Source: an optimization exercise on an open RTL-to-GDS flow (aim: small area and few clock cycles per item). Production flows keep margins and buffers that such runs may drop. Where RTL was checked, it was by simulation tests only, not by an equivalence proof against the original. Function not checked in run 4: the RTL went through the layout flow alone.

**design/flow/flow/run.sh**
```bash
#!/bin/bash
# The standard layout (the standard.sh, standard synthesis unchanged) with
# two make variables changed and one netlist step added:
#  - port buffers use buf_1 instead of the cell buffer_ports picks by itself
#  - the clock tree is built without dummy loads, in clusters of up to 20 sinks
#  - after synthesis, flow/polarity.py flips some full-adder cells (a full adder
#    is self-dual) and rebuilds some half adders so that fewer inverters are
#    needed; registers, ports and
#    all other cells stay as synthesis made them
set -euo pipefail
ARGS=(
  BUFFER_PORTS_ARGS="-buffer_cell sky130_fd_sc_hd__buf_1"
  CTS_ARGS="-sink_clustering_enable -repair_clock_nets -sink_clustering_size 20 -sink_clustering_max_diameter 55 -buf_list sky130_fd_sc_hd__clkbuf_8 -dont_use_dummy_load"
)
RES="$PWD/orfs/results/${FLOW_PLATFORM}/delta_top/base"
bash standard.sh "${ARGS[@]}" "$RES/1_2_yosys.v" > synth.log 2>&1
cp "$RES/1_2_yosys.v" "$RES/1_2_yosys.std.v"
python3 flow/polarity.py "$RES/1_2_yosys.std.v" "$RES/1_2_yosys.v" > polarity.log 2>&1
bash standard.sh "${ARGS[@]}" finish > standard.log 2>&1
```
**design/flow/flow/polarity.py**
```python
#!/usr/bin/env python3
"""Re-polarise the adder cells of a Yosys gate netlist to save inverters.

A full adder is self-dual: FA(~a, ~b, ~c) = (~sum, ~cout). So any fa cell may
be "flipped": fed the complements of its inputs, it puts out the complements
of its outputs. A half adder may likewise be fed complemented inputs, or give
a complemented carry, if it is rebuilt from a 2-input xor/xnor and a 2-input
nand/nor (the same area as the ha cell). This script chooses greedily how to
set each adder so that fewer inverters are needed, removes every inverter of
the netlist and puts back one inverter per signal and polarity that some pin
still needs. Registers, ports and all other cells are left as they are.

usage: polarity.py IN.v OUT.v
"""
import random
import re
import sys

OUT_PINS = {"X", "Y", "Q", "Q_N", "SUM", "COUT", "HI", "LO"}
CELL_RE = re.compile(r"^(\s*)(sky130_fd_sc_hd__\w+)\s+(\S+)\s*\((.*?)\);\s*$", re.S | re.M)
PIN_RE = re.compile(r"\.(\w+)\(\s*((?:\\\S+\s)|[^)\s]+)\s*\)")
INV_AREA = 3.7536
RESTARTS = 200
# half adder settings (in_flip, sum_neg, cout_neg) -> (extra area, sum cell, cout cell)
HA_CFG = {
    (0, 0, 0): (0.0, None, None),
    (0, 0, 1): (0.0, "xor2", "nand2"),
    (0, 1, 1): (0.0, "xnor2", "nand2"),
    (1, 0, 0): (0.0, "xor2", "nor2"),
    (1, 1, 0): (0.0, "xnor2", "nor2"),
    (0, 1, 0): (2.5024, "xnor2", "and2"),
    (1, 0, 1): (2.5024, "xor2", "or2"),
    (1, 1, 1): (2.5024, "xnor2", "or2"),
}
OUTPIN = {"xor2": "X", "xnor2": "Y", "nand2": "Y", "nor2": "Y", "and2": "X", "or2": "X"}


def esc(n):
    return n + " " if n.startswith("\\") else n


def main(src, dst):
    text = open(src).read()
    cells = []
    for m in CELL_RE.finditer(text):
        pins = [(p, n.strip()) for p, n in PIN_RE.findall(m.group(4))]
        cells.append({"type": m.group(2), "name": m.group(3), "pins": pins, "span": m.span()})
    is_inv = lambda c: re.match(r"sky130_fd_sc_hd__inv_\d+$", c["type"]) is not None
    kind = {}
    for ci, c in enumerate(cells):
        if c["type"] == "sky130_fd_sc_hd__fa_1":
            kind[ci] = "fa"
        elif c["type"] == "sky130_fd_sc_hd__ha_1":
            kind[ci] = "ha"

    ports = set()
    for m in re.finditer(r"^\s*(input|output|inout)\s+(\[(\d+):(\d+)\]\s*)?(\S+);", text, re.M):
        if m.group(2):
            hi, lo = int(m.group(3)), int(m.group(4))
            for i in range(min(hi, lo), max(hi, lo) + 1):
                ports.add(f"{m.group(5)}[{i}]")
        else:
            ports.add(m.group(5))

    driver = {}
    for ci, c in enumerate(cells):
        for p, n in c["pins"]:
            if p in OUT_PINS:
                driver[n] = (ci, p)

    memo = {}

    def root(n):
        if n in memo:
            return memo[n]
        d = driver.get(n)
        if d is not None and is_inv(cells[d[0]]):
            r, par = root(dict(cells[d[0]]["pins"])["A"])
            res = (r, par ^ 1)
        else:
            res = (n, 0)
        memo[n] = res
        return res

    loads = []  # [cell index or -1 for a port, pin, root, parity]
    for ci, c in enumerate(cells):
        if is_inv(c):
            continue
        for p, n in c["pins"]:
            if p in OUT_PINS or n.startswith("1'"):
                continue
            r, par = root(n)
            loads.append([ci, p, r, par])
    for n in ports:
        if n in driver:
            r, par = root(n)
            loads.append([-1, n, r, par])

    # adjustable cells: state = fa: (flip,), ha: (in_flip, sum_neg, cout_neg)
    state = {ci: ((0,) if k == "fa" else (0, 0, 0)) for ci, k in kind.items()}
    out_of = {}  # root net driven by an adder -> (cell, pin)
    for ci in kind:
        for p, n in cells[ci]["pins"]:
            if p in OUT_PINS:
                out_of[n] = (ci, p)
    for n in ports:  # an adder output that is a port keeps its polarity
        if n in out_of:
            state.pop(out_of[n][0], None)
    sig_loads = {}
    for li, l in enumerate(loads):
        sig_loads.setdefault(l[2], []).append(li)

    def in_flip(ci):
        s = state.get(ci)
        return s[0] if s else 0

    def produced(r):
        o = out_of.get(r)
        if o is None or o[0] not in state:
            return 0
        s = state[o[0]]
        if kind[o[0]] == "fa":
            return s[0]
        return s[1] if o[1] == "SUM" else s[2]

    def wanted(li):
        ci, p, r, par = loads[li]
        return par ^ in_flip(ci)

    def sig_cost(r):
        pr = produced(r)
        return INV_AREA if any(wanted(li) != pr for li in sig_loads.get(r, [])) else 0.0

    def cell_cost(ci):
        s = state.get(ci)
        return HA_CFG[s][0] if s and kind[ci] == "ha" else 0.0

    def near(ci):
        s = set()
        for p, n in cells[ci]["pins"]:
            s.add(n if p in OUT_PINS else root(n)[0])
        return s

    def local(ci, sigs):
        return cell_cost(ci) + sum(sig_cost(r) for r in sigs)

    total = lambda: sum(sig_cost(r) for r in sig_loads) + sum(cell_cost(ci) for ci in state)
    order = list(state)
    nearby = {ci: near(ci) for ci in order}

    def descend():
        while True:
            changed = False
            for ci in order:
                sigs = nearby[ci]
                best, bestc = state[ci], local(ci, sigs)
                for o in ([(0,), (1,)] if kind[ci] == "fa" else list(HA_CFG)):
                    state[ci] = o
                    c = local(ci, sigs)
                    if c < bestc - 1e-9:
                        best, bestc, changed = o, c, True
                state[ci] = best
            if not changed:
                return total()

    rng = random.Random(1)
    best_cost = descend()
    best_state = dict(state)
    for _ in range(RESTARTS):
        state.update(best_state)
        for ci in rng.sample(order, max(1, len(order) // 10)):
            state[ci] = ((rng.randint(0, 1),) if kind[ci] == "fa" else rng.choice(list(HA_CFG)))
        c = descend()
        if c < best_cost - 1e-9:
            best_cost, best_state = c, dict(state)
    state.update(best_state)
    n_inv = sum(1 for c in cells if is_inv(c))
    new_inv = sum(1 for r in sig_loads if sig_cost(r) > 0)
    n_fa = sum(1 for ci, s in state.items() if kind[ci] == "fa" and s[0])
    n_ha = sum(1 for ci, s in state.items() if kind[ci] == "ha" and s != (0, 0, 0))
    sys.stderr.write(f"polarity: {n_inv} inverters before, {new_inv} after; "
                     f"{n_fa} fa cells flipped, {n_ha} ha cells rebuilt; "
                     f"area change {new_inv * INV_AREA + sum(cell_cost(ci) for ci in state) - n_inv * INV_AREA:.1f} um2\n")

    # rebuild
    new_wires = []
    netname = {}
    extra = []
    cnt = [0]

    def fresh():
        cnt[0] += 1
        nm = f"_pol{cnt[0]}_"
        new_wires.append(nm)
        return nm

    for r in sig_loads:
        pr = produced(r)
        need = {wanted(li) for li in sig_loads[r]}
        if pr == 0:
            netname[(r, 0)] = r
            if 1 in need:
                netname[(r, 1)] = fresh()
                extra.append(("sky130_fd_sc_hd__inv_1", f"_polinv{len(extra)}_", [("A", r), ("Y", netname[(r, 1)])]))
        else:
            netname[(r, 1)] = fresh()
            if 0 in need:
                netname[(r, 0)] = r
                extra.append(("sky130_fd_sc_hd__inv_1", f"_polinv{len(extra)}_", [("A", netname[(r, 1)]), ("Y", r)]))
    for n, (ci, p) in out_of.items():
        if produced(n) == 1 and (n, 1) not in netname:
            netname[(n, 1)] = fresh()

    newpins = {ci: dict(c["pins"]) for ci, c in enumerate(cells)}
    for li, (ci, p, r, par) in enumerate(loads):
        if ci >= 0:
            newpins[ci][p] = netname[(r, wanted(li))]
    for n, (ci, p) in out_of.items():
        if produced(n) == 1:
            newpins[ci][p] = netname[(n, 1)]

    out = []
    pos = 0
    for ci, c in enumerate(cells):
        a, b = c["span"]
        out.append(text[pos:a])
        pos = b
        if is_inv(c):
            continue
        pins = newpins[ci]
        s = state.get(ci)
        if kind.get(ci) == "ha" and s is not None and s != (0, 0, 0):
            _, scell, ccell = HA_CFG[s]
            body = []
            if "SUM" in pins:
                body.append((f"sky130_fd_sc_hd__{scell}_1", c["name"] + "_s",
                             [("A", pins["A"]), ("B", pins["B"]), (OUTPIN[scell], pins["SUM"])]))
            if "COUT" in pins:
                body.append((f"sky130_fd_sc_hd__{ccell}_1", c["name"] + "_c",
                             [("A", pins["A"]), ("B", pins["B"]), (OUTPIN[ccell], pins["COUT"])]))
            out.append("\n".join(
                f"  {t} {esc(nm)}(\n" + ",\n".join(f"    .{p}({esc(n)})" for p, n in pl) + "\n  );"
                for t, nm, pl in body))
            continue
        body = ",\n".join(f"    .{p}({esc(n)})" for p, n in pins.items())
        out.append(f"  {c['type']} {c['name']} (\n{body}\n  );")
    tail = text[pos:]
    ex = "\n".join(f"  {t} {nm} (\n" + ",\n".join(f"    .{p}({esc(n)})" for p, n in pl) + "\n  );"
                   for t, nm, pl in extra)
    tail = tail.replace("endmodule", ex + "\nendmodule", 1)
    res = "".join(out) + tail
    decl = "".join(f"  wire {w};\n" for w in new_wires)
    res = re.sub(r"(module\s+\w+\s*\(.*?\);\n)", lambda m: m.group(1) + decl, res, count=1, flags=re.S)
    open(dst, "w").write(res)


if __name__ == "__main__":
    main(sys.argv[1], sys.argv[2])
```
**design/flow/standard.sh**
```bash
#!/bin/bash
# synth_recipe.tcl (not shown) runs the flow's synth.tcl, then flattens the netlist and writes it again
# the make line also repeats each setting of config.mk as NAME=value (left out here)
make -C /OpenROAD-flow-scripts/flow DESIGN_CONFIG=/design/flow/config.mk WORK_HOME=/design/flow/orfs CLKGATE_MAP_FILE= SYNTH_SCRIPT=/design/flow/synth_recipe.tcl "${@:-finish}"
```
**design/flow/config.mk**
```make
export PLATFORM = sky130hd
export DESIGN_NAME = delta_top
export DESIGN_NICKNAME = delta_top
export VERILOG_FILES = /design/flow/design.v
export SDC_FILE = /design/flow/constraint.sdc
export NUM_CORES = 4
export LEC_CHECK = 0
export CAP_MARGIN = 20
export CORE_MARGIN = 2
export CORE_UTILIZATION = 72
export PLACE_DENSITY = 0.85
export SLEW_MARGIN = 20
```
**design/flow/constraint.sdc**
```tcl
create_clock -name core_clock -period 7.0 [get_ports {clk}]
set_input_delay 1.4000 -clock core_clock [delete_from_list [all_inputs] [get_ports {clk}]]
set_output_delay 1.4000 -clock core_clock [all_outputs]
set_load 0.01 [all_outputs]
```
**design/flow/design.v**
```verilog
`timescale 1ns/1ps
package delta_pkg;
    localparam int NUM_COEFFS  = 13;      
    localparam int WINDOW_LEN  = 5;       
    localparam int HIST_FRAMES = 4;       
    localparam int RING_LEN    = HIST_FRAMES * NUM_COEFFS;
    localparam int TENTH_RECIP = 6554;    
    localparam int TENTH_SHIFT = 16;
    localparam int COEFF_W = 16;
    typedef logic signed [15:0] coeff_t;    
    typedef logic signed [18:0] num_t;      
    typedef logic signed [34:0] prod_t;     
    typedef logic signed [17:0] delta_t;    
endpackage
`timescale 1ns/1ps
module delta_datapath (
    input  logic signed [18:0] num,
    output logic signed [15:0] delta    
);
    logic signed [31:0] prod;
    assign prod  = (32'(num) <<< 11) + (32'(num) <<< 10) + (32'(num) <<< 7) + (32'(num) <<< 6)
                 + (32'(num) <<< 3) + (32'(num) <<< 2) + 32'(num);
    assign delta = {num[18], prod[15 +: 15]};
endmodule
module delta_num (
    input  logic [15:0] c0,
    input  logic [15:0] c1,
    input  logic [15:0] c3n,
    input  logic [15:0] c4n,
    output logic [18:0] num
);
    localparam int LO = 8;    
    logic [18:0] x, y, z, w, s1, k1, s2, k2;
    logic [LO:0] cy;
    assign x = {2'b0, c4n, 1'b1};       
    assign y = {3'b0, c1};
    assign z = {3'b0, c3n};
    assign w = {2'b0, c0, 1'b1};        
    assign s1 = x ^ y ^ z;
    assign k1 = {((x & y) | (x & z) | (y & z)), 1'b0};
    assign s2 = s1 ^ k1 ^ w;
    assign k2 = {((s1 & k1) | (s1 & w) | (k1 & w)), 1'b0};
    assign cy[0] = 1'b1;
    for (genvar i = 0; i < LO; i++) begin : g_lo
        assign num[i]  = s2[i] ^ k2[i] ^ cy[i];
        assign cy[i+1] = (s2[i] & k2[i]) | (s2[i] & cy[i]) | (k2[i] & cy[i]);
    end
    assign num[18:LO] = s2[18:LO] + k2[18:LO] + (19'd327680 >> LO) + (19-LO)'(cy[LO]);
endmodule
`timescale 1ns/1ps
module delta_top (
    input  logic   clk,
    input  logic   rst,
    input  logic   in_valid,
    input  delta_pkg::coeff_t in_coeff,
    output logic   in_ready,
    output logic   out_valid,
    output delta_pkg::delta_t out_delta,
    input  logic   out_ready
);
    localparam int NC = delta_pkg::NUM_COEFFS;
    localparam int RL = delta_pkg::RING_LEN;
    localparam int CW = delta_pkg::COEFF_W;
    logic [RL*CW-1:0] ring;          
    logic [5:0]       phase;         
    logic [3:0]       coeff_idx;     
    logic [1:0]       frame_cnt;     
    logic             stall;
    logic             take;
    logic signed [15:0] c_f1, c_f3, c_f4;
    logic signed [18:0] num_d;
    logic signed [18:0] num_q;
    logic signed [15:0] delta_d;
    assign stall    = out_valid && !out_ready;
    assign in_ready = (phase == 6'd0) && !stall;
    assign take     = in_valid && in_ready;
    assign c_f1  = ring[12*CW +: CW];
    assign c_f3  = ~ring[38*CW +: CW];
    assign c_f4  = ~ring[51*CW +: CW];
    delta_num delta_num_inst (
        .c0  ({~in_coeff[15], in_coeff[14:0]}),
        .c1  ({~c_f1[15], c_f1[14:0]}),
        .c3n ({c_f3[15], ~c_f3[14:0]}),
        .c4n ({c_f4[15], ~c_f4[14:0]}),
        .num (num_d)
    );
    delta_datapath delta_datapath_inst (
        .num   (num_q),
        .delta (delta_d)
    );
    always_ff @(posedge clk) begin
        ring[CW +: (RL-1)*CW] <= ring[0 +: (RL-1)*CW];
        ring[1*NC*CW +: CW]   <= ~ring[(NC-1)*CW +: CW];
        ring[0 +: CW]         <= take ? in_coeff : ~ring[(RL-1)*CW +: CW];
        if (take && frame_cnt == 2'd0) begin
            ring[1*NC*CW +: CW] <= ~in_coeff;
            ring[2*NC*CW +: CW] <= ~in_coeff;
        end
    end
    always_ff @(posedge clk) begin
        if (rst) begin
            phase     <= '0;
            coeff_idx <= '0;
            frame_cnt <= '0;
            out_valid <= 1'b0;
        end else begin
            if (!take) begin
                phase <= (phase == 6'(RL-1)) ? 6'd0 : phase + 6'd1;
            end
            if (take) begin
                if (coeff_idx == 4'(NC-1)) begin
                    coeff_idx <= '0;
                    if (frame_cnt != 2'd2) frame_cnt <= frame_cnt + 2'd1;
                end else begin
                    coeff_idx <= coeff_idx + 4'd1;
                end
            end
            if (take) begin
                out_valid <= (frame_cnt == 2'd2);
            end else if (out_ready) begin
                out_valid <= 1'b0;
            end
        end
    end
    always_ff @(posedge clk) begin
        if (take) num_q <= num_d;
    end
    assign out_delta = {{2{delta_d[15]}}, delta_d};
endmodule
```
==> impl_results.md, run 1 <==
* Num CTS Buffers at 50
* Clock buffer depth at 3
* Post-route cell area at 23700 µm²
* Antenna Nets Post-Route at 0
* Fmax at 152 MHz
* Met1 usage at 0.284
* Die Width at 180 µm
* Clock Skews at 0.126 ns
* Post-Route WL at 32000 µm
* Setup_tns at 0 ns
* Cell Area, Placed at 23000 µm²
* Worst slew margin at 0.358
* Hold_ws at 0.266 ns
* Drt pass-1 iters at 4
* Critical path peak fanout at 6
* I/O pins at 40
* Tmin final at 6.57 ns
* Dpl cells at 1765
* Final layout net count at 1628
* Post-CTS Repair Setup Buffers at 0
* Worst-Margin Slew at 0.962 ns
* CTS tree: done
* Critical path origin: num_q[6]$_DFFE_PP_
* Final hold viol count at 0
* Largest net degree at the start of global routing at 39
* Non-Filler Instances at 1816
* CTS HTree Levels at 2
* Arr. time, crit path at 5.17 ns
* IO buf count at 39
* Max-cap viol count at 0
* Row cnt at 64
* First-pass GRT wire length at 51200 µm
* DR vias/cell at 5.02
* Met3 usage at 0.0360
* Die area at 32600 µm²
* Worst-skew pair later-pin latency at 0.62 ns
* Syn Area/Cell at 16.7 µm²
* R2r worst-path depth at 18
* Post-CTS sizing at 0
* Initial cell density of the core at 0.733
* Part of the cycle the worst path needs at 0.939
* Setup crit end kind: output pin
* Cts hold-fix bufs at 0
* Total vias in the final route at 9120
* Syn_nets at 1549
* P&R area growth vs syn at 5.68%
* Iter 0 DRT Violations at 490
* GRT Residual Overflow at 0
* Max Transition Viols Final at 0
* R2R Path Start: ring[193]$_DFF_P_
* Final core occ at 0.775
* Worst Slack Setup Final at 0.425 ns
* Clk pin slew, worst setup/hold paths at 0.11 ns
* Reg2reg end: num_q[17]$_DFFE_PP_
* WS Path Type: reg -> out
* Pre-CTS setup slack at 0.170 ns
* Clock sinks at 864
* Reg2reg setup slack at 0.71 ns
* Critical Path Sink: out_delta[13]
* Final Wtd Congestion at 0.843
* Outcome: no timing/DRC/antenna violations
* Share of layout cells above drive strength 1 at 0.0465
* Worst hold start: ring[599]$_DFF_P_
* Initial antenna violation count at 1
* Total GRT Usage at 0.203
* Worst hold path type: reg -> reg
* WP data required at 5.60 ns
* RSZ-0062 raised after global routing: no
* Clock root cell: clkbuf_8
* Die Y at 180 µm
* Core area at 30600 µm²
* Synth warn at 1
* Met2 usage at 0.333
* Vias in the first global route at 9665
* Worst setup SP type: flip-flop
* Grt peak-use layer: met2
* Post-DP HPWL at 21300 µm
* Mapped Area at 22400 µm²
* Post-synthesis cell count at 1342
* DRC viols at 0
* Final setup violation count at 0
* Routed WL per cell at 17.6 µm
## worst min-delay path by stage
stage	end	slack, ns	cells past startpoint
after floorplan	ring[100]$_DFF_P_	0.31	0
after global placement	ring[129]$_DFF_P_	0.31	0
after detailed placement	ring[358]$_DFF_P_	0.31	0
after CTS	ring[278]$_DFF_P_	0.27	0
after global routing	ring[292]$_DFF_P_	0.28	0
final	ring[615]$_DFF_P_	0.27	0
## state kept, by name, indices dropped and copies added, names as in the netlist
signal     cells
out_valid      1
num_q         19
phase          6
ring         832
frame_cnt      2
coeff_idx      4
## critical path: stages, from the launching register on
cell and delay [ns]:
edfxtp_1 0.57, fa_1 0.60, fa_1 0.55, fa_1 0.52, fa_1 0.51, ha_1 0.34
a21o_1 0.18, o2bb2ai_1 0.12, a21oi_1 0.17, nand2_2 0.12, a41o_1 0.30, a311oi_2 0.28
xnor2_1 0.14, buf_1 0.17
## layer usage
metal	vias to the layer above	routed length, µm
met5	-	0
met4	0	571
met3	53	1230
met2	174	15400
met1	4455	14800
li1	4438	-
## final cells by class
cell class / instances / area (µm²)
Antenna cell: 1 / 2.50
Clock buffer: 50 / 688
Fill cell: 1622 / 6890
Inverter: 14 / 52.6
Multi-Input combinational cell: 450 / 4810
Sequential cell: 864 / 17500
Tap cell: 396 / 495
Timing Repair Buffer: 41 / 161
## cells in the final DEF, fill, tap and decap left out, types with 14 or more instances in the layout
cell      instances
dfxtp_1         845
fa_1            113
ha_1             74
clkbuf_8         50
a21oi_1          46
nor2_1           39
buf_1            39
nand2_1          32
o21ai_0          20
xnor2_1          19
edfxtp_1         19
xor2_1           16
mux2i_1          15
a21o_1           14
inv_1            14
Testbench counts, summed over its fixed seeds: cycles 5,000, deltas 4,784.
==> run 2: changes to the inputs <==
--- a/design/flow/config.mk
+++ b/design/flow/config.mk
@@ -7,6 +7,6 @@
 export LEC_CHECK = 0
 export CAP_MARGIN = 20
 export CORE_MARGIN = 2
-export CORE_UTILIZATION = 72
-export PLACE_DENSITY = 0.85
+export CORE_UTILIZATION = 55
+export PLACE_DENSITY = 0.65
 export SLEW_MARGIN = 20
==> run 2 against run 1 <==
Effect of this change:
- clock skew decreased by 0.061 ns
- maximum frequency decreased by 0.45%
- flip-flop and latch count unchanged
- critical endpoint unchanged
- largest cell class unchanged
==> impl_results.md, run 2 <==
* Outcome: no timing/DRC/antenna violations
* Commonest non-fill, non-tap cell in the layout: dfxtp_1
* Post-CTS sizing at 0
* Post-CTS Repair Setup Buffers at 0
* Fill count at 3078
* Biggest register: ring
* Max Transition Viols Final at 0
* Final hold viol count at 0
* Reg area at 17500 µm²
* Routed WL per cell at 14.8 µm
* DRC viols at 0
* Most frequent cells in the layout: 845 x dfxtp_1, 113 x fa_1, 74 x ha_1
* Worst setup SP type: flip-flop
* Final Wtd Congestion at 0.789
* Reg2reg setup slack at 0.88 ns
* Slowest CP cell: fa_1
* CTS HTree Levels at 2
* Biggest regs: ring (832), num_q (19), phase (6)
* Tmin final at 6.60 ns
* Critical path origin: num_q[2]$_DFFE_PP_
* Worst-skew pair later-pin latency at 0.64 ns
* WHS Endpoint: ring[646]$_DFF_P_
* Post-DP HPWL at 19000 µm
* CP top delay family: adder cells
* Largest net degree at the start of global routing at 40
* RSZ-0062 raised after global routing: no
* Worst slew margin at 0.631
* Final layout net count at 1630
* Ant diodes at 0
* Cells along the critical path: fa_1 -> fa_1 -> fa_1 -> fa_1 -> ha_1 -> a21o_1 -> o2bb2ai_1 -> a21oi_1 -> nand2_2 -> a41o_1 -> a311oi_2 -> xnor2_1 -> buf_1
* Syn_nets at 1549
* Initial cell density of the core at 0.561
* Largest stage delay, worst path at 0.62 ns
* Most used cell, CP: fa_1
* Part of the cycle the worst path needs at 0.943
* Syn Area/Cell at 16.7 µm²
* IO buf count at 39
* Worst hold start: ring[630]$_DFF_P_
* Vias in the first global route at 9215
* Flip-flop count of the largest register after layout at 832
* Num CTS Buffers at 50
* WS Path Type: reg -> out
* P&R area growth vs syn at 6.46%
* Worst Slack Setup Final at 0.396 ns
* Clock root cell: clkbuf_8
* Hold depth at 0
* CTS tree: done
* Clock sinks at 864
* Worst-Margin Slew at 0.553 ns
* Max-cap viol count at 0
* Worst path bufs/invs at 1
* R2R Path Start: ring[193]$_DFF_P_
* Initial antenna violation count at 0
* Drt pass-1 iters at 4
* Area of the multi-input gates at 4810 µm²
* Reg2reg end: num_q[17]$_DFFE_PP_
* WP data required at 5.60 ns
* First-pass GRT wire length at 47200 µm
* I/O pins at 40
* Final setup violation count at 0
* Core area at 40000 µm²
* Total GRT Usage at 0.144
* Stages on worst setup path at 13
* Antenna Nets Post-Route at 0
* Arr. time, crit path at 5.20 ns
* Clk pin slew, worst setup/hold paths at 0.11 ns
* Iter 0 DRT Violations at 340
* Setup_tns at 0 ns
* Share of layout cells above drive strength 1 at 0.0479
* DR vias/cell at 4.56
* Die Width at 206 µm
* R2r worst-path depth at 18
* Hold_ws at 0.281 ns
* Clock buffer depth at 3
* Mapped Area at 22400 µm²
* Clock Skews at 0.0657 ns
* Die area at 42400 µm²
* Total vias in the final route at 8868
* Row cnt at 73
* Post-Route WL at 28700 µm
* Cts hold-fix bufs at 0
* GRT Residual Overflow at 0
* Pre-CTS setup slack at 0.127 ns
* Setup crit end kind: output pin
* Worst hold path type: reg -> reg
* Critical path peak fanout at 5
* Fmax at 151 MHz
* Post-synthesis cell count at 1342
* Synth warn at 1
* Die Y at 206 µm
[run 2: through the flow]
stage	util	cell area (µm²)	instances
after detailed placement	0.580	23200	1896
after CTS	0.597	23900	1946
after global routing	0.597	23900	1946
after floorplan	-	22400	1342
after global placement	0.580	23200	1896
final	0.597	23900	1946
[run 2: routing by layer]
layer,vias to the layer above,routed length [µm],track usage
met4,0,777,0.0518
li1,4442,-,-
met5,-,0,0
met1,4274,14900,0.213
met3,51,979,0.0295
met2,101,12100,0.212
[run 2: worst max-delay path by stage]
| stage | to | slack [ns] |
|---|---|---|
| floorplan | num_q[17]$_DFFE_PP_ | 0.60 |
| global placement | num_q[17]$_DFFE_PP_ | 0.20 |
| detailed placement | num_q[17]$_DFFE_PP_ | 0.13 |
| CTS | out_delta[14] | 0.28 |
| global route | out_delta[13] | 0.09 |
| finish | out_delta[13] | 0.40 |
[run 2: cell type report]
type / count / area share
Sequential cell: 864 / 0.733
Multi-Input combinational cell: 450 / 0.202
Clock buffer: 50 / 0.0288
Tap cell: 525 / 0.0275
Timing Repair Buffer: 43 / 0.00739
Inverter: 14 / 0.00220
==> run 3: changes to the inputs <==
==> design/flow/flow/run.sh (replaced) <==
#!/bin/bash
# The standard layout (the standard.sh, standard synthesis unchanged) with
# two make variables changed and one netlist step added:
#  - port buffers use buf_1 instead of the cell buffer_ports picks by itself
#  - the clock tree is built without dummy loads, in clusters of up to 10 sinks
#  - after synthesis, flow/polarity.py flips some full-adder cells (a full adder
#    is self-dual) and rebuilds some half adders so that fewer inverters are
#    needed; registers, ports and
#    all other cells stay as synthesis made them
set -euo pipefail
ARGS=(
  BUFFER_PORTS_ARGS="-buffer_cell sky130_fd_sc_hd__buf_1"
  CTS_ARGS="-sink_clustering_enable -repair_clock_nets -sink_clustering_size 10 -sink_clustering_max_diameter 40 -buf_list sky130_fd_sc_hd__clkbuf_4 -dont_use_dummy_load"
)
RES="$PWD/orfs/results/${FLOW_PLATFORM}/delta_top/base"
bash standard.sh "${ARGS[@]}" "$RES/1_2_yosys.v" > synth.log 2>&1
cp "$RES/1_2_yosys.v" "$RES/1_2_yosys.std.v"
python3 flow/polarity.py "$RES/1_2_yosys.std.v" "$RES/1_2_yosys.v" > polarity.log 2>&1
bash standard.sh "${ARGS[@]}" finish > standard.log 2>&1
--- a/design/flow/config.mk
+++ b/design/flow/config.mk
@@ -7,6 +7,9 @@
 export LEC_CHECK = 0
 export CAP_MARGIN = 20
 export CORE_MARGIN = 2
-export CORE_UTILIZATION = 55
-export PLACE_DENSITY = 0.65
+export CORE_UTILIZATION = 65
+export CTS_BUF_LIST = sky130_fd_sc_hd__clkbuf_8
+export CTS_CLUSTER_DIAMETER = 50
+export CTS_CLUSTER_SIZE = 16
+export PLACE_DENSITY = 0.75
 export SLEW_MARGIN = 20
==> run 3 against run 2 <==
Effect of this change:
- still clean
- count of clock-buffer cells in the layout increased by 48
- sequential share of layout area unchanged
- die area decreased by 15%
- register-to-register slack about the same
- critical path depth unchanged
- worst setup slack got worse by 0.11 ns
- clock skew increased by 0.025 ns
- area after synthesis unchanged
- global-route usage increased by 2.9 points
- synthesized cell count unchanged
- critical endpoint unchanged
- highest routed layer unchanged
==> impl_results.md, run 3 <==
* Initial cell density of the core at 0.654
* Row cnt at 68
* IO buf count at 39
* Cell Area, Placed at 23100 µm²
* I/O pins at 40
* Max Transition Viols Final at 0
* Final layout net count at 1683
* Slowest CP cell: fa_1
* Post-CTS sizing at 0
* P&R area growth vs syn at 6.46%
* Tmin final at 6.72 ns
* Clock buffer depth at 3
* Total vias in the final route at 9256
* Total GRT Usage at 0.173
* Final hold viol count at 0
* Critical path peak fanout at 6
* Post-DP HPWL at 19200 µm
* Biggest register: ring
* Clock sinks at 864
* CTS HTree Levels at 3
* First-pass GRT wire length at 48600 µm
* WS Path Type: reg -> out
* Synth warn at 1
* Part of the cycle the worst path needs at 0.960
* Worst-Margin Slew at 1.03 ns
* Iter 0 DRT Violations at 317
* Die area at 36000 µm²
* Post-synthesis cell count at 1342
* Max-cap viol count at 0
* Post-route cell area at 23900 µm²
* Worst slew margin at 0.314
* DR vias/cell at 4.80
* Fmax at 149 MHz
* Clock root cell: clkbuf_4
* Drt pass-1 iters at 4
* Die Width at 190 µm
* Flip-flop count of the largest register after layout at 832
* Mapped Area at 22400 µm²
* Die Y at 190 µm
* Worst setup SP type: flip-flop
* Routed WL per cell at 15.0 µm
* Setup crit end kind: output pin
* Antenna Nets Post-Route at 0
* RSZ-0062 raised after global routing: no
* DRC viols at 0
* Core area at 34300 µm²
* Clk pin slew, worst setup/hold paths at 0.10 ns
* Final Wtd Congestion at 0.817
* Cts hold-fix bufs at 0
* GRT Residual Overflow at 0
* CTS tree: done
* Biggest regs: ring (832), num_q (19), phase (6)
* Share of layout cells above drive strength 1 at 0.0821
* Setup_tns at 0 ns
* Commonest non-fill, non-tap cell in the layout: dfxtp_1
* Arr. time, crit path at 5.32 ns
* Outcome: no timing/DRC/antenna violations
* Cells along the critical path: fa_1 -> fa_1 -> fa_1 -> fa_1 -> ha_1 -> a21o_1 -> o2bb2ai_1 -> a21oi_1 -> nand2_2 -> a41o_1 -> a311oi_2 -> xnor2_1 -> buf_1
* Worst path bufs/invs at 1
* Largest stage delay, worst path at 0.59 ns
* Most used cell, CP: fa_1
* Post-Route WL at 29000 µm
* Syn Area/Cell at 16.7 µm²
* Final core occ at 0.696
* Initial antenna violation count at 1
* CP top delay family: adder cells
* Vias in the first global route at 9884
* Final setup violation count at 0
* Most frequent cells in the layout: 845 x dfxtp_1, 113 x fa_1, 98 x clkbuf_4
* Num CTS Buffers at 98
* Worst-skew pair later-pin latency at 0.77 ns
* Worst hold path type: reg -> reg
* Largest net degree at the start of global routing at 40
* Syn_nets at 1549
* Clock Skews at 0.0908 ns
* WP data required at 5.60 ns
## run 3: repair_timing
item	CTS	global route
hold endpoints to repair	0	0
setup endpoints to repair	0	1
setup buffers	0	7
## run 3: worst reg2reg max path, stage by stage, from the launching register on
cell and delay [ns]:
dfxtp_1 0.34, fa_1 0.56, fa_1 0.46, fa_1 0.44, fa_1 0.43, fa_1 0.40
fa_1 0.40, fa_1 0.39, fa_1 0.40, fa_1 0.43, ha_1 0.22, fa_1 0.41
a21oi_1 0.17, nor2_1 0.05, nor2_1 0.15, o21bai_1 0.08, a21oi_1 0.22, o21ai_0 0.15
xor2_1 0.15
## run 3: final timing paths
kind / startpoint / endpoint / slack [ns] / cells after the start
max: num_q[6]$_DFFE_PP_ / out_delta[13] / 0.28 / 13
min: ring[670]$_DFF_P_ / ring[686]$_DFF_P_ / 0.27 / 0
max reg2reg: ring[193]$_DFF_P_ / num_q[17]$_DFFE_PP_ / 0.88 / 18
min reg2reg: ring[670]$_DFF_P_ / ring[686]$_DFF_P_ / 0.27 / 0
## run 3: routing by layer
metal  global-route usage  share of wire  vias to the layer above
met5                    0              0                        -
li1                     -              -                     4596
met4               0.0730          0.018                        0
met2                0.269           0.45                      145
met3               0.0360          0.038                       36
met1                0.241           0.49                     4479
## run 3: layout make-up
class                           count  area [µm²]
Antenna cell                        1        2.50
Clock buffer                       98         736
Fill cell                        2258       10400
Inverter                           14        52.6
Multi-Input combinational cell    450        4810
Sequential cell                   864       17500
Tap cell                          455         569
Timing Repair Buffer               48         214
## run 3: stage by stage
step                setup WS [ns]  std cells  hold slack, ns
detailed placement          0.151       1824           0.312
global route             0.000139       1930           0.272
finish                      0.282       1930           0.270
floorplan                   0.598       1342           0.310
CTS                         0.106       1922           0.267
global placement            0.216       1824           0.310
==> run 4: changes to the inputs <==
--- a/design/flow/design.v
+++ b/design/flow/design.v
@@ -17,10 +17,204 @@
     input  logic signed [18:0] num,
     output logic signed [15:0] delta    
 );
-    logic signed [31:0] prod;
-    assign prod  = (32'(num) <<< 11) + (32'(num) <<< 10) + (32'(num) <<< 7) + (32'(num) <<< 6)
-                 + (32'(num) <<< 3) + (32'(num) <<< 2) + 32'(num);
-    assign delta = {num[18], prod[15 +: 15]};
+    logic [18:0] n;
+    logic [29:0] ra, rb;
+    logic [10:0] cy;
+    logic [19:0] hi;
+    logic s1, k2, s3, k4, s5, k6, s7, k8, s9, k10, s11, k12, s13, k14, s15, k16, s17, k18, s19, k20, s21, k22, s23, k24, s25, k26, s27, k28, s29, k30, s31, k32, s33, k34, s35, k36, s37, k38, s39, k40, s41, k42, s43, k44, s45, k46, s47, k48, s49, k50, s51, k52, s53, k54, s55, k56, s57, k58, s59, k60, s61, k62, s63, k64, s65, k66, s67, k68, s69, k70, s71, k72, s73, k74, s75, k76, s77, k78, s79, k80, s81, k82, s83, k84, s85, k86, s87, k88, s89, k90, s91, k92, s93, k94, s95, k96, s97, k98, s99, k100, s101, k102, s103, k104, s105, k106, s107, k108, s109, k110, s111, k112, s113, k114, s115, k116, s117, k118, s119, k120, s121, k122, s123, k124, s125, k126, s127, k128, s129, k130, s131, k132, s133, k134, s135, k136, s137, k138, s139, k140, s141, k142, s143, k144, s145, k146, s147, k148, s149, k150, s151, k152, s153, k154, s155, k156, s157, k158, s159, k160, s161, k162, s163, k164, s165, k166, s167, k168, s169, k170, s171, k172, s173, k174, s175, k176, s177, k178, s179, k180, s181, k182, s183, k184;
+    assign n = {~num[18], num[17:0]};
+    assign s1 = n[11] ^ n[9];
+    assign k2 = n[11] & n[9];
+    assign s3 = n[12] ^ n[10] ^ n[9];
+    assign k4 = (n[12] & n[10]) | (n[12] & n[9]) | (n[10] & n[9]);
+    assign s5 = n[13] ^ n[11] ^ n[10];
+    assign k6 = (n[13] & n[11]) | (n[13] & n[10]) | (n[11] & n[10]);
+    assign s7 = n[14] ^ n[12] ^ n[11];
+    assign k8 = (n[14] & n[12]) | (n[14] & n[11]) | (n[12] & n[11]);
+    assign s9 = n[15] ^ n[13] ^ n[12];
+    assign k10 = (n[15] & n[13]) | (n[15] & n[12]) | (n[13] & n[12]);
+    assign s11 = n[16] ^ n[14] ^ n[13];
+    assign k12 = (n[16] & n[14]) | (n[16] & n[13]) | (n[14] & n[13]);
+    assign s13 = n[17] ^ n[15] ^ n[14];
+    assign k14 = (n[17] & n[15]) | (n[17] & n[14]) | (n[15] & n[14]);
+    assign s15 = n[18] ^ n[16] ^ n[15];
+    assign k16 = (n[18] & n[16]) | (n[18] & n[15]) | (n[16] & n[15]);
+    assign s17 = n[12] ^ n[11];
+    assign k18 = n[12] & n[11];
+    assign s19 = n[17] ^ n[16] ^ n[13];
+    assign k20 = (n[17] & n[16]) | (n[17] & n[13]) | (n[16] & n[13]);
+    assign s21 = n[12] ^ n[9];
+    assign k22 = n[12] & n[9];
+    assign s23 = n[18] ^ n[17] ^ n[14];
+    assign k24 = (n[18] & n[17]) | (n[18] & n[14]) | (n[17] & n[14]);
+    assign s25 = n[7] ^ n[5];
+    assign k26 = n[7] & n[5];
+    assign s27 = n[8] ^ n[6] ^ n[5];
+    assign k28 = (n[8] & n[6]) | (n[8] & n[5]) | (n[6] & n[5]);
+    assign s29 = n[9] ^ n[7] ^ n[6];
+    assign k30 = (n[9] & n[7]) | (n[9] & n[6]) | (n[7] & n[6]);
+    assign s31 = n[10] ^ n[8] ^ n[7];
+    assign k32 = (n[10] & n[8]) | (n[10] & n[7]) | (n[8] & n[7]);
+    assign s33 = n[4] ^ n[3];
+    assign k34 = n[4] & n[3];
+    assign s35 = s1 ^ n[8] ^ n[5];
+    assign k36 = (s1 & n[8]) | (s1 & n[5]) | (n[8] & n[5]);
+    assign s37 = n[4] ^ n[1] ^ n[0];
+    assign k38 = (n[4] & n[1]) | (n[4] & n[0]) | (n[1] & n[0]);
+    assign s39 = s3 ^ n[6] ^ n[5];
+    assign k40 = (s3 & n[6]) | (s3 & n[5]) | (n[6] & n[5]);
+    assign s41 = n[2] ^ n[1] ^ k2;
+    assign k42 = (n[2] & n[1]) | (n[2] & k2) | (n[1] & k2);
+    assign s43 = s5 ^ n[7] ^ n[6];
+    assign k44 = (s5 & n[7]) | (s5 & n[6]) | (n[7] & n[6]);
+    assign s45 = n[3] ^ n[2] ^ k4;
+    assign k46 = (n[3] & n[2]) | (n[3] & k4) | (n[2] & k4);
+    assign s47 = s7 ^ n[8] ^ n[7];
+    assign k48 = (s7 & n[8]) | (s7 & n[7]) | (n[8] & n[7]);
+    assign s49 = n[4] ^ n[3] ^ k6;
+    assign k50 = (n[4] & n[3]) | (n[4] & k6) | (n[3] & k6);
+    assign s51 = s9 ^ n[9] ^ n[8];
+    assign k52 = (s9 & n[9]) | (s9 & n[8]) | (n[9] & n[8]);
+    assign s53 = n[5] ^ n[4] ^ k8;
+    assign k54 = (n[5] & n[4]) | (n[5] & k8) | (n[4] & k8);
+    assign s55 = s11 ^ n[10] ^ n[9];
+    assign k56 = (s11 & n[10]) | (s11 & n[9]) | (n[10] & n[9]);
+    assign s57 = n[6] ^ n[5] ^ k10;
+    assign k58 = (n[6] & n[5]) | (n[6] & k10) | (n[5] & k10);
+    assign s59 = s13 ^ n[11] ^ n[10];
+    assign k60 = (s13 & n[11]) | (s13 & n[10]) | (n[11] & n[10]);
+    assign s61 = n[7] ^ n[6] ^ k12;
+    assign k62 = (n[7] & n[6]) | (n[7] & k12) | (n[6] & k12);
+    assign s63 = s15 ^ s17 ^ n[8];
+    assign k64 = (s15 & s17) | (s15 & n[8]) | (s17 & n[8]);
+    assign s65 = n[7] ^ 1'b1 ^ k14;
+    assign k66 = (n[7] & 1'b1) | (n[7] & k14) | (1'b1 & k14);
+    assign s67 = s19 ^ s21 ^ n[8];
+    assign k68 = (s19 & s21) | (s19 & n[8]) | (s21 & n[8]);
+    assign s69 = 1'b1 ^ k16 ^ k18;
+    assign k70 = (1'b1 & k16) | (1'b1 & k18) | (k16 & k18);
+    assign s71 = s23 ^ n[13] ^ n[10];
+    assign k72 = (s23 & n[13]) | (s23 & n[10]) | (n[13] & n[10]);
+    assign s73 = n[9] ^ k20 ^ k22;
+    assign k74 = (n[9] & k20) | (n[9] & k22) | (k20 & k22);
+    assign s75 = n[18] ^ n[15] ^ n[14];
+    assign k76 = (n[18] & n[15]) | (n[18] & n[14]) | (n[15] & n[14]);
+    assign s77 = n[11] ^ n[10] ^ k24;
+    assign k78 = (n[11] & n[10]) | (n[11] & k24) | (n[10] & k24);
+    assign s79 = n[16] ^ n[15] ^ n[12];
+    assign k80 = (n[16] & n[15]) | (n[16] & n[12]) | (n[15] & n[12]);
+    assign s81 = n[11] ^ 1'b1;
+    assign k82 = n[11] & 1'b1;
+    assign s83 = n[17] ^ n[16] ^ n[13];
+    assign k84 = (n[17] & n[16]) | (n[17] & n[13]) | (n[16] & n[13]);
+    assign s85 = n[12] ^ 1'b1;
+    assign k86 = n[12] & 1'b1;
+    assign s87 = n[18] ^ n[17] ^ n[14];
+    assign k88 = (n[18] & n[17]) | (n[18] & n[14]) | (n[17] & n[14]);
+    assign s89 = n[6] ^ n[4];
+    assign k90 = n[6] & n[4];
+    assign s91 = s25 ^ n[4] ^ n[1];
+    assign k92 = (s25 & n[4]) | (s25 & n[1]) | (n[4] & n[1]);
+    assign s93 = s27 ^ n[2] ^ n[1];
+    assign k94 = (s27 & n[2]) | (s27 & n[1]) | (n[2] & n[1]);
+    assign s95 = s29 ^ n[3] ^ n[2];
+    assign k96 = (s29 & n[3]) | (s29 & n[2]) | (n[3] & n[2]);
+    assign s97 = s31 ^ s33 ^ n[0];
+    assign k98 = (s31 & s33) | (s31 & n[0]) | (s33 & n[0]);
+    assign s99 = s35 ^ s37 ^ k32;
+    assign k100 = (s35 & s37) | (s35 & k32) | (s37 & k32);
+    assign s101 = s39 ^ s41 ^ k36;
+    assign k102 = (s39 & s41) | (s39 & k36) | (s41 & k36);
+    assign s103 = s43 ^ s45 ^ k40;
+    assign k104 = (s43 & s45) | (s43 & k40) | (s45 & k40);
+    assign s105 = s47 ^ s49 ^ k44;
+    assign k106 = (s47 & s49) | (s47 & k44) | (s49 & k44);
+    assign s107 = s51 ^ s53 ^ k48;
+    assign k108 = (s51 & s53) | (s51 & k48) | (s53 & k48);
+    assign s109 = s55 ^ s57 ^ k52;
+    assign k110 = (s55 & s57) | (s55 & k52) | (s57 & k52);
+    assign s111 = s59 ^ s61 ^ k56;
+    assign k112 = (s59 & s61) | (s59 & k56) | (s61 & k56);
+    assign s113 = s63 ^ s65 ^ k60;
+    assign k114 = (s63 & s65) | (s63 & k60) | (s65 & k60);
+    assign s115 = s67 ^ s69 ^ k64;
+    assign k116 = (s67 & s69) | (s67 & k64) | (s69 & k64);
+    assign s117 = s71 ^ s73 ^ k68;
+    assign k118 = (s71 & s73) | (s71 & k68) | (s73 & k68);
+    assign s119 = s75 ^ s77 ^ k72;
+    assign k120 = (s75 & s77) | (s75 & k72) | (s77 & k72);
+    assign s121 = s79 ^ s81 ^ k76;
+    assign k122 = (s79 & s81) | (s79 & k76) | (s81 & k76);
+    assign s123 = s83 ^ s85 ^ k80;
+    assign k124 = (s83 & s85) | (s83 & k80) | (s85 & k80);
+    assign s125 = s87 ^ n[13] ^ k84;
+    assign k126 = (s87 & n[13]) | (s87 & k84) | (n[13] & k84);
+    assign s127 = n[18] ^ n[15] ^ n[14];
+    assign k128 = (n[18] & n[15]) | (n[18] & n[14]) | (n[15] & n[14]);
+    assign s129 = n[16] ^ n[15];
+    assign k130 = n[16] & n[15];
+    assign s131 = n[17] ^ n[16];
+    assign k132 = n[17] & n[16];
+    assign s133 = n[3] ^ n[1];
+    assign k134 = n[3] & n[1];
+    assign s135 = n[4] ^ n[2] ^ n[1];
+    assign k136 = (n[4] & n[2]) | (n[4] & n[1]) | (n[2] & n[1]);
+    assign s137 = n[5] ^ n[3] ^ n[2];
+    assign k138 = (n[5] & n[3]) | (n[5] & n[2]) | (n[3] & n[2]);
+    assign s139 = s89 ^ n[3] ^ n[0];
+    assign k140 = (s89 & n[3]) | (s89 & n[0]) | (n[3] & n[0]);
+    assign s141 = s91 ^ n[0] ^ k90;
+    assign k142 = (s91 & n[0]) | (s91 & k90) | (n[0] & k90);
+    assign s143 = s93 ^ k26 ^ k92;
+    assign k144 = (s93 & k26) | (s93 & k92) | (k26 & k92);
+    assign s145 = s95 ^ k28 ^ k94;
+    assign k146 = (s95 & k28) | (s95 & k94) | (k28 & k94);
+    assign s147 = s97 ^ k30 ^ k96;
+    assign k148 = (s97 & k30) | (s97 & k96) | (k30 & k96);
+    assign s149 = s99 ^ k34 ^ k98;
+    assign k150 = (s99 & k34) | (s99 & k98) | (k34 & k98);
+    assign s151 = s101 ^ k38 ^ k100;
+    assign k152 = (s101 & k38) | (s101 & k100) | (k38 & k100);
+    assign s153 = s103 ^ k42 ^ k102;
+    assign k154 = (s103 & k42) | (s103 & k102) | (k42 & k102);
+    assign s155 = s105 ^ k46 ^ k104;
+    assign k156 = (s105 & k46) | (s105 & k104) | (k46 & k104);
+    assign s157 = s107 ^ k50 ^ k106;
+    assign k158 = (s107 & k50) | (s107 & k106) | (k50 & k106);
+    assign s159 = s109 ^ k54 ^ k108;
+    assign k160 = (s109 & k54) | (s109 & k108) | (k54 & k108);
+    assign s161 = s111 ^ k58 ^ k110;
+    assign k162 = (s111 & k58) | (s111 & k110) | (k58 & k110);
+    assign s163 = s113 ^ k62 ^ k112;
+    assign k164 = (s113 & k62) | (s113 & k112) | (k62 & k112);
+    assign s165 = s115 ^ k66 ^ k114;
+    assign k166 = (s115 & k66) | (s115 & k114) | (k66 & k114);
+    assign s167 = s117 ^ k70 ^ k116;
+    assign k168 = (s117 & k70) | (s117 & k116) | (k70 & k116);
+    assign s169 = s119 ^ k74 ^ k118;
+    assign k170 = (s119 & k74) | (s119 & k118) | (k74 & k118);
+    assign s171 = s121 ^ k78 ^ k120;
+    assign k172 = (s121 & k78) | (s121 & k120) | (k78 & k120);
+    assign s173 = s123 ^ k82 ^ k122;
+    assign k174 = (s123 & k82) | (s123 & k122) | (k82 & k122);
+    assign s175 = s125 ^ k86 ^ k124;
+    assign k176 = (s125 & k86) | (s125 & k124) | (k86 & k124);
+    assign s177 = s127 ^ k88 ^ k126;
+    assign k178 = (s127 & k88) | (s127 & k126) | (k88 & k126);
+    assign s179 = s129 ^ 1'b1 ^ k128;
+    assign k180 = (s129 & 1'b1) | (s129 & k128) | (1'b1 & k128);
+    assign s181 = s131 ^ 1'b1 ^ k130;
+    assign k182 = (s131 & 1'b1) | (s131 & k130) | (1'b1 & k130);
+    assign s183 = n[18] ^ n[17] ^ k132;
+    assign k184 = (n[18] & n[17]) | (n[18] & k132) | (n[17] & k132);
+    assign ra = {n[18], s183, s181, s179, s177, s175, s173, s171, s169, s167, s165, s163, s161, s159, s157, s155, s153, s151, s149, s147, s145, s143, s141, s139, s137, s135, s133, n[2], n[1], n[0]};
+    assign rb = {k184, k182, k180, k178, k176, k174, k172, k170, k168, k166, k164, k162, k160, k158, k156, k154, k152, k150, k148, k146, k144, k142, k140, k138, k136, k134, n[0], n[0], 1'b0, 1'b0};
+    assign cy[0] = 1'b0;
+    for (genvar i = 0; i < 10; i++) begin : g_lo
+        assign cy[i+1] = (ra[i] & rb[i]) | (ra[i] & cy[i]) | (rb[i] & cy[i]);
+    end
+    assign hi = ra[29:10] + rb[29:10] + 20'(cy[10]);
+    assign delta = {num[18], hi[19:5]};
 endmodule
 module delta_num (
     input  logic [15:0] c0,
@@ -29,7 +223,7 @@
     input  logic [15:0] c4n,
     output logic [18:0] num
 );
-    localparam int LO = 8;    
+    localparam int LO = 10;    
     logic [18:0] x, y, z, w, s1, k1, s2, k2;
     logic [LO:0] cy;
     assign x = {2'b0, c4n, 1'b1};       
==> design/flow/flow/run.sh (replaced) <==
#!/bin/bash
# The standard layout (the standard.sh, standard synthesis unchanged) with
# two make variables changed and one netlist step added:
#  - port buffers use buf_1 instead of the cell buffer_ports picks by itself
#  - the clock tree is built without dummy loads, in clusters of up to 20 sinks
#  - after synthesis, flow/polarity.py flips some full-adder cells (a full adder
#    is self-dual) and rebuilds some half adders so that fewer inverters are
#    needed; registers, ports and
#    all other cells stay as synthesis made them
set -euo pipefail
ARGS=(
  BUFFER_PORTS_ARGS="-buffer_cell sky130_fd_sc_hd__buf_1"
  CTS_ARGS="-sink_clustering_enable -repair_clock_nets -sink_clustering_size 20 -sink_clustering_max_diameter 55 -buf_list sky130_fd_sc_hd__clkbuf_8 -dont_use_dummy_load"
)
RES="$PWD/orfs/results/${FLOW_PLATFORM}/delta_top/base"
bash standard.sh "${ARGS[@]}" "$RES/1_2_yosys.v" > synth.log 2>&1
cp "$RES/1_2_yosys.v" "$RES/1_2_yosys.std.v"
python3 flow/polarity.py "$RES/1_2_yosys.std.v" "$RES/1_2_yosys.v" > polarity.log 2>&1
bash standard.sh "${ARGS[@]}" finish > standard.log 2>&1
==> run 4 against run 3 <==
Effect of this change:
- cell count fell by 1.8%
- sequential share of layout area grew 0.74 points
- area after synthesis shrank 1.8%
- cell area down 1.0%
- non-clock buffer count is 13 higher
- first-iteration DRC count up 13%
- count of clock-buffer cells in the layout is 46 lower
- global-route usage decreased by 0.14 points
- worst hold slack gained 0.024 ns
- maximum frequency shrank 0.27%
- critical path type unchanged
- largest cell class unchanged
- highest routed layer unchanged
==> impl_results.md, run 4 <==
* Outcome: no timing/DRC/antenna violations
* Drt pass-1 iters at 5
* Clock sinks at 864
* Reg2reg setup slack at 0.47 ns
* Clock root cell: clkbuf_8
* Mapped Area at 22000 µm²
* Biggest regs: ring (832), num_q (19), phase (6)
* R2R Path Start: ring[194]$_DFF_P_
* Ant diodes at 0
* Synth warn at 1
* Row cnt at 67
* Pre-CTS setup slack at -0.321 ns
* CTS HTree Levels at 2
* Total GRT Usage at 0.172
* Hold_ws at 0.295 ns
* Share of layout cells above drive strength 1 at 0.0691
* Critical path origin: num_q[16]$_DFFE_PP_
* Area of the multi-input gates at 4380 µm²
* Post-route cell area at 23600 µm²
* DR vias/cell at 4.68
* Worst hold path type: reg -> reg
* Syn_nets at 1504
* Setup crit end kind: output pin
* Most frequent cells in the layout: 845 x dfxtp_1, 111 x fa_1, 61 x nor2_1
* GRT Residual Overflow at 0
* Tmin final at 6.74 ns
* Clock Skews at 0.102 ns
* Worst Slack Setup Final at 0.264 ns
* DRC viols at 0
* Fill count at 2142
* Core area at 33400 µm²
* Vias in the first global route at 9261
* Initial antenna violation count at 0
* Reg area at 17500 µm²
* Largest net degree at the start of global routing at 51
* Worst-skew pair later-pin latency at 0.64 ns
* Num CTS Buffers at 52
* Biggest register: ring
* Max Transition Viols Final at 0
* Commonest non-fill, non-tap cell in the layout: dfxtp_1
* Routed WL per cell at 15.1 µm
* Max-cap viol count at 0
* Final Wtd Congestion at 0.812
* Worst slew margin at 0.354
* Final hold viol count at 0
* WHS Endpoint: ring[616]$_DFF_P_
* Die Y at 188 µm
* Initial cell density of the core at 0.659
* Antenna Nets Post-Route at 0
* Clk pin slew, worst setup/hold paths at 0.11 ns
* I/O pins at 40
* Total vias in the final route at 8870
* First-pass GRT wire length at 47100 µm
* Worst-Margin Slew at 0.963 ns
* Critical path peak fanout at 5
* Reg2reg end: num_q[17]$_DFFE_PP_
* Die area at 35400 µm²
* Final layout net count at 1607
* Final core occ at 0.707
* Worst setup SP type: flip-flop
* Die Width at 188 µm
* Syn Area/Cell at 16.4 µm²
* Fmax at 148 MHz
* Cell Area, Placed at 22700 µm²
* IO buf count at 39
* Hold depth at 0
* WP data required at 5.60 ns
* WS Path Type: reg -> out
* Final setup violation count at 0
* Iter 0 DRT Violations at 358
* Post-synthesis cell count at 1347
* CTS tree: done
* Post-DP HPWL at 18700 µm
* Clock buffer depth at 3
* Worst hold start: ring[600]$_DFF_P_
* Flip-flop count of the largest register after layout at 832
* Part of the cycle the worst path needs at 0.962
* P&R area growth vs syn at 7.28%
* Post-Route WL at 28600 µm
* R2r worst-path depth at 19
* Arr. time, crit path at 5.34 ns
-- run 4: how the worst max path moves through the flow --
stage | to | slack [ns] | depth (start not counted)
6_report | out_delta[14] | 0.26 | 15
5_1_grt | out_delta[14] | -0.02 | 17
4_1_cts | out_delta[14] | 0.03 | 16
3_5_place_dp | num_q[17]$_DFFE_PP_ | -0.32 | 19
3_3_place_gp | num_q[17]$_DFFE_PP_ | -0.23 | 19
2_1_floorplan | num_q[17]$_DFFE_PP_ | 0.09 | 18
-- run 4: per-stage QoR --
step                std cells  TNS (ns)
floorplan                1347         0
CTS                      1887         0
detailed placement       1830    -0.569
global route             1896   -0.0420
finish                   1896         0
global placement         1830    -0.313
-- run 4: worst max-delay path, cell delays in order (launching register included) --
cell and delay, ns:
edfxtp_1 0.47, inv_4 0.12, fa_2 0.49, fa_1 0.52, fa_1 0.46, fa_1 0.61
xor2_2 0.22, a21oi_1 0.09, o21bai_1 0.12, a21oi_1 0.11, and3_4 0.21, a311oi_4 0.36
a311oi_2 0.18, o31a_1 0.38, xnor2_2 0.19, clkbuf_2 0.16
-- run 4: layout make-up --
class	instances	area share
clock buffers	52	0.0303
inverters	42	0.00720
repair buffers	61	0.0133
flip-flops and latches	864	0.740
multi-input cells	429	0.186
well taps	448	0.0237
-- run 4: repair_timing --
item	4_1_cts	5_1_grt
resized for setup	7	16
hold buffers	0	0
setup buffers	5	9
endpoints found under the setup margin	3	5
pin swaps	1	7
hold endpoints to repair	0	0
-- run 4: per-layer routing --
layer  GRT usage  routed length, µm  share of wire
met3      0.0339               1210          0.042
met4      0.0594                662          0.023
met5           0                  0              0
met2       0.261              12300           0.43
met1       0.251              14400           0.50
==> run 5: changes to the inputs <==
--- a/design/flow/design.v
+++ b/design/flow/design.v
@@ -223,7 +223,7 @@
     input  logic [15:0] c4n,
     output logic [18:0] num
 );
-    localparam int LO = 10;    
+    localparam int LO = 8;    
     logic [18:0] x, y, z, w, s1, k1, s2, k2;
     logic [LO:0] cy;
     assign x = {2'b0, c4n, 1'b1};       
==> run 5 against run 4 <==
Effect of this change:
- still clean on timing, DRC and antenna
- maximum frequency barely moved
- worst setup slack got worse by 0.0044 ns
- register-to-register slack improved by 0.47 ns
- worst hold slack got worse by 0.071 ns
- global-route usage fell by 0.30 points
- cell area barely moved
- core utilization fell by 0.18 points
- clock skew fell by 0.0058 ns
- sequential share of layout area barely moved
- critical path type unchanged
==> impl_results.md, run 5 <==
* Outcome: no timing/DRC/antenna violations
* P&R area growth vs syn at 6.75%
* Drt pass-1 iters at 4
* Mapped Area at 22100 µm²
* Worst hold start: ring[561]$_DFF_P_
* Critical path peak fanout at 6
* Clock sinks at 864
* Cells along the critical path: clkinvlp_4 -> fa_1 -> fa_1 -> fa_1 -> fa_1 -> xor2_1 -> a21oi_2 -> or4_4 -> a21oi_4 -> o211ai_1 -> nand2b_2 -> a21oi_2 -> xnor2_1 -> clkbuf_2
* IO buf count at 39
* Ant diodes at 0
* Row cnt at 67
* CTS tree: done
* Die Y at 189 µm
* Worst hold path type: reg -> reg
* Post-synthesis cell count at 1355
* Total GRT Usage at 0.169
* Clock Skews at 0.0957 ns
* Most frequent cells in the layout: 845 x dfxtp_1, 111 x fa_1, 57 x nor2_1
* I/O pins at 40
* Clock root cell: clkbuf_8
* Non-Filler Instances at 1894
* Slowest CP cell: fa_1
* Fmax at 148 MHz
* Antenna Nets Post-Route at 0
* GRT Residual Overflow at 0
* Tmin final at 6.74 ns
* Biggest regs: ring (832), num_q (19), phase (6)
* Worst setup SP type: flip-flop
* First-pass GRT wire length at 46800 µm
* Final hold viol count at 0
* Commonest non-fill, non-tap cell in the layout: dfxtp_1
* Final setup violation count at 0
* R2R Path Start: ring[194]$_DFF_P_
* Final Wtd Congestion at 0.828
* Most used cell, CP: fa_1
* Syn Area/Cell at 16.3 µm²
* Reg2reg end: num_q[17]$_DFFE_PP_
* Largest net degree at the start of global routing at 51
* WP data required at 5.60 ns
* Num CTS Buffers at 51
* Share of layout cells above drive strength 1 at 0.0671
* Cts hold-fix bufs at 0
* Core area at 33500 µm²
* Routed WL per cell at 15.1 µm
* Pre-CTS setup slack at 0.130 ns
* Clock buffer depth at 3
* Hold depth at 0
* Hold_ws at 0.224 ns
* R2r worst-path depth at 18
* Worst-Margin Slew at 0.966 ns
* Post-Route WL at 28600 µm
* CTS HTree Levels at 2
* Setup crit end kind: output pin
* Reg2reg setup slack at 0.94 ns
* Initial antenna violation count at 0
* Setup_tns at 0 ns
* Biggest register: ring
* Die area at 35500 µm²
* Dpl cells at 1832
* Final layout net count at 1607
* DR vias/cell at 4.67
* Arr. time, crit path at 5.34 ns
* Largest stage delay, worst path at 0.58 ns
* Initial cell density of the core at 0.660
* Total vias in the final route at 8842
* Die Width at 189 µm
* DRC viols at 0
* Worst-skew pair later-pin latency at 0.62 ns
* Flip-flop count of the largest register after layout at 832
* WS Path Type: reg -> out
* Worst Slack Setup Final at 0.260 ns
* Clk pin slew, worst setup/hold paths at 0.10 ns
* Post-DP HPWL at 19000 µm
* WHS Endpoint: ring[577]$_DFF_P_
* Syn_nets at 1514
* Worst slew margin at 0.352
* Synth warn at 1
* Max-cap viol count at 0
* Iter 0 DRT Violations at 390
* Max Transition Viols Final at 0
* Part of the cycle the worst path needs at 0.963
* Vias in the first global route at 9119
## run 5: repair_timing
| action | 4_1_cts | 5_1_grt |
|---|---|---|
| setup buffers | 1 | 10 |
| endpoints found under the setup margin | 1 | 11 |
| pin swaps | 0 | 3 |
| resized for setup | 0 | 12 |
## run 5: worst max-delay path by stage
stage | from | to | slack [ns] | depth (start not counted)
2_1_floorplan | in_coeff[1] | num_q[17]$_DFFE_PP_ | 0.62 | 17
3_3_place_gp | in_coeff[0] | num_q[17]$_DFFE_PP_ | 0.21 | 18
3_5_place_dp | in_coeff[0] | num_q[17]$_DFFE_PP_ | 0.13 | 18
4_1_cts | num_q[12]$_DFFE_PP_ | out_delta[13] | 0.01 | 16
5_1_grt | num_q[12]$_DFFE_PP_ | out_delta[13] | -0.01 | 15
6_report | num_q[12]$_DFFE_PP_ | out_delta[11] | 0.26 | 14
## run 5: metal layers
layer,global-route usage,up-vias,share of wire
li1,-,4418,-
met1,0.252,4264,0.51
met2,0.254,108,0.43
met3,0.0318,52,0.036
met4,0.0520,0,0.023
met5,0,-,0
## run 5: critical path: cells and delay by family (launching register included)
| kind | cells | cell delay (ns) |
|---|---|---|
| adder cells (fa/ha/maj) | 4 | 2.20 |
| AND/OR/NAND/NOR | 2 | 0.68 |
| AO/OA/AOI/OAI | 4 | 0.57 |
| flip-flops | 1 | 0.46 |
| buffers and inverters | 2 | 0.42 |
| XOR/XNOR | 2 | 0.39 |
## run 5: cell type report
cell class,instances,area (µm²)
fillers,2203,9900
inverters,42,161
well taps,448,561
multi-input cells,437,4470
repair buffers,52,248
clock buffers,51,702
flip-flops and latches,864,17500
## run 5: metrics by stage
step / instance area [µm²] / utilization
finish: 23600 / 0.705
global route: 23600 / 0.705
CTS: 23500 / 0.701
detailed placement: 22800 / 0.680
global placement: 22800 / 0.680
floorplan: 22100 / -
Testbench counts of run 5, summed over its fixed seeds: cycles 5,000, deltas 4,784.

-- separate check: timing with driven ports --
Ports are ideal in the flow. The routed layouts listed here were re-timed in OpenROAD.
Step 1 sets driving cells, clkbuf_16 on the clock port and buf_2 on the other inputs (assumed; they add their load-dependent delay and slew).
Step 2, shift: input delay + t, output delay - t, t = (earliest + latest rising clock arrival at the registers) / 2. This alone moves slack from input paths to output paths.
a / b / c = ideal / step 1 / step 2; a / b = the first two.
run | t, ns | setup WS [ns] | slew at the worst register clock pin (ns) | cell pins on the clock port's net
run 1 | 0.607 | 0.425 / 0.377 / 0.034 | 0.12 / 0.12 | 1
run 2 | 0.656 | 0.396 / 0.347 / 0.205 | 0.11 / 0.11 | 1
run 3 | 0.766 | 0.282 / 0.239 / 0.205 | 0.10 / 0.10 | 1
run 4 | 0.645 | 0.264 / 0.214 / -0.248 | 0.11 / 0.11 | 1
run 5 | 0.626 | 0.260 / 0.212 / 0.191 | 0.11 / 0.11 | 1
Met with ideal ports but missed after step 2: setup timing in run 4. For run 4, which loses most, drivers alone change the setup slack by -0.050 ns; drivers and shift together by -0.512 ns.
